From an optimization exercise on the open Yosys and OpenROAD flow, aimed at small area; shortcuts taken in it are not production practice.
Only simulation tests tie the RTL to the original design; equivalence was not proved.
No activity file was given, so power comes from the tool's default toggle rates.

// data_mem_responder
module data_mem_responder #(
   parameter int unsigned ADDR_BITS   = 5,
   parameter int unsigned WAIT_CYCLES = 2
) (
   input  logic        clk,
   input  logic        rst,
   input  logic        mem_read,
   input  logic        mem_write,
   input  logic [63:0] addr,
   input  logic [63:0] write_data,
   output logic [63:0] read_data,
   output logic        mem_ready,
   output logic        mem_err
);
Size in the first run: ~3200 cells after synthesis, about 2100 flip-flops, ~200 I/O pins, about 73000 sq um of cells after synthesis.
Settings: LEC_CHECK=0, ABC_AREA=0, CAP_MARGIN=20, CORE_MARGIN=2, CORE_UTILIZATION=70, PLACE_DENSITY=0.9, SLEW_MARGIN=20, SYNTH_HIERARCHICAL=1, SYNTH_MINIMUM_KEEP_SIZE=0; clock period 10.0 ns.
standard.sh (not shown) runs the stock make flow with config.mk's settings and CLKGATE_MAP_FILE= SYNTH_SCRIPT=/design/flow/synth_recipe.tcl, a recipe that flattens the netlist after the stock synthesis.
==> flow/flow/run.sh <==
#!/bin/bash
# The standard layout (the standard.sh: unchanged synthesis, floorplan, power grid, placement,
# routing), with these choices passed to ORFS through its own variables:
#  - clock tree synthesis with clkbuf_8 clusters of at most 16 sinks and without dummy loads;
#  - input/output port buffers of the smallest buffer cell.
set -euo pipefail
export CTS_ARGS="-sink_clustering_enable -repair_clock_nets -dont_use_dummy_load -buf_list sky130_fd_sc_hd__clkbuf_8 -sink_clustering_size 16 -sink_clustering_max_diameter 70"
export BUFFER_PORTS_ARGS="-buffer_cell sky130_fd_sc_hd__buf_1"
bash standard.sh > standard.log 2>&1
The first run went through all stages and came out clean.
Then changed:
--- a/flow/flow/run.sh
+++ b/flow/flow/run.sh
@@ -7 +7 @@
-export CTS_ARGS="-sink_clustering_enable -repair_clock_nets -dont_use_dummy_load -buf_list sky130_fd_sc_hd__clkbuf_8 -sink_clustering_size 16 -sink_clustering_max_diameter 70"
+export CTS_ARGS="-sink_clustering_enable -repair_clock_nets -dont_use_dummy_load -buf_list sky130_fd_sc_hd__clkbuf_8 -sink_clustering_size 16 -sink_clustering_max_diameter 50"
- PLACE_DENSITY: 0.9 -> 0.8
- SLEW_MARGIN: 20 -> 0
The new run completed with no timing, DRC or antenna violations.
Routed wire length went down by a little under a tenth.
Worst setup slack is better by 0.42 ns.
Total power went down slightly.
Cell count is about the same.
Final area is about the same.
Via count went down by a few percent.
Then changed:
--- a/flow/flow/run.sh
+++ b/flow/flow/run.sh
@@ -7 +7 @@
-export CTS_ARGS="-sink_clustering_enable -repair_clock_nets -dont_use_dummy_load -buf_list sky130_fd_sc_hd__clkbuf_8 -sink_clustering_size 16 -sink_clustering_max_diameter 50"
+export CTS_ARGS="-sink_clustering_enable -repair_clock_nets -dont_use_dummy_load -buf_list sky130_fd_sc_hd__clkbuf_8 -sink_clustering_size 16 -sink_clustering_max_diameter 70"
- GPL_TIMING_DRIVEN: not set -> 0
- SLEW_MARGIN: 0 -> 20
Result: Non-clock buffer count grows by 33; sequential share of layout area shrinks by 1.5 points; register-to-register slack improves by 0.26 ns; global-route usage grows by 1.4 points; fmax grows by 2.5%; clock power shrinks by about 1%.
Then changed:
--- a/flow/flow/run.sh
+++ b/flow/flow/run.sh
@@ -7 +7 @@
-export CTS_ARGS="-sink_clustering_enable -repair_clock_nets -dont_use_dummy_load -buf_list sky130_fd_sc_hd__clkbuf_8 -sink_clustering_size 16 -sink_clustering_max_diameter 70"
+export CTS_ARGS="-sink_clustering_enable -repair_clock_nets -dont_use_dummy_load -buf_list sky130_fd_sc_hd__clkbuf_8 -sink_clustering_size 16 -sink_clustering_max_diameter 50"
- GPL_TIMING_DRIVEN: 0 -> not set
- The changed run went through all stages and came out clean
- clock power increases by about 1%
- total power is about the same
- first-iteration DRC count is lower by 3.1%


Another version of the RTL of data_mem_responder (not shown whole).
For scale: roughly 5400 cells after synthesis, about 200 I/O pins, roughly 70000 sq um of cells after synthesis.
clock: 10.0 ns
lec_check: 0
abc_area: 0
cap_margin: 20
core_margin: 2
core_utilization: 60
place_density: 0.7
slew_margin: 20
synth_hierarchical: 1
synth_minimum_keep_size: 0
==> flow/flow/run.sh <==
#!/bin/bash
# The standard layout (the standard.sh: unchanged synthesis, floorplan, power grid, placement,
# routing), with these choices passed to ORFS through its own variables:
#  - clock tree synthesis with clkbuf_8 clusters of at most 16 sinks and without dummy loads;
#  - input/output port buffers of the smallest buffer cell.
set -euo pipefail
export CTS_ARGS="-sink_clustering_enable -repair_clock_nets -dont_use_dummy_load -buf_list sky130_fd_sc_hd__clkbuf_8 -sink_clustering_size 16 -sink_clustering_max_diameter 50"
export BUFFER_PORTS_ARGS="-buffer_cell sky130_fd_sc_hd__buf_1"
bash standard.sh > standard.log 2>&1
The starting point finished clean.
Then changed:
CORE_UTILIZATION = 70   (was 60)
PLACE_DENSITY = 0.8   (was 0.7)
What happened:
- total power drops by 0.89%
- register-to-register slack is better by 0.36 ns
- clock skew drops by 0.013 ns
- final cell count drops by 3.3%
- global-route usage climbs by 6.7 points
- die area drops by 14%
- final area drops by 0.56%
- critical path depth stays the same
- maximum frequency drops by 0.33%
- non-clock buffer count drops by 17
- setup slack is worse by 0.022 ns

[re-timing with driven ports]
In the flow no input, the clock included, has a driving cell. The finished layouts below were timed again as built, in two steps. Step 1: set_driving_cell puts a clkbuf_16 on clk and a buf_2 on each other input, an assumption about the parent block. Step 2, shift: input delay + t, output delay - t, t = (earliest + latest rising clock arrival at the registers) / 2. This alone moves slack from input paths to output paths. a / b / c = ideal / step 1 / step 2; a / b = the first two.
run	t, ns	setup WS [ns]	hold WS [ns]	slew at the worst register clock pin (ns)	worst slew at a driven data input, ns
the first run of note 1	0.900	3.208 / 3.136 / 4.036	0.506 / 0.506 / 0.506	0.12 / 0.12	0.07
the second run of note 1	0.922	3.633 / 3.560 / 4.482	0.528 / 0.528 / 0.528	0.10 / 0.10	0.04
the third run of note 1	0.946	3.791 / 3.723 / 4.669	0.517 / 0.517 / 0.517	0.10 / 0.10	0.05
the fourth run of note 1	0.924	3.551 / 3.478 / 4.402	0.527 / 0.527 / 0.527	0.10 / 0.10	0.04
the first run of note 2	0.970	3.405 / 3.321 / 4.291	0.486 / 0.486 / 0.486	0.11 / 0.11	0.05
the second run of note 2	0.969	3.382 / 3.302 / 4.271	0.488 / 0.488 / 0.488	0.11 / 0.11	0.04
After both steps every run listed still meets setup and hold.
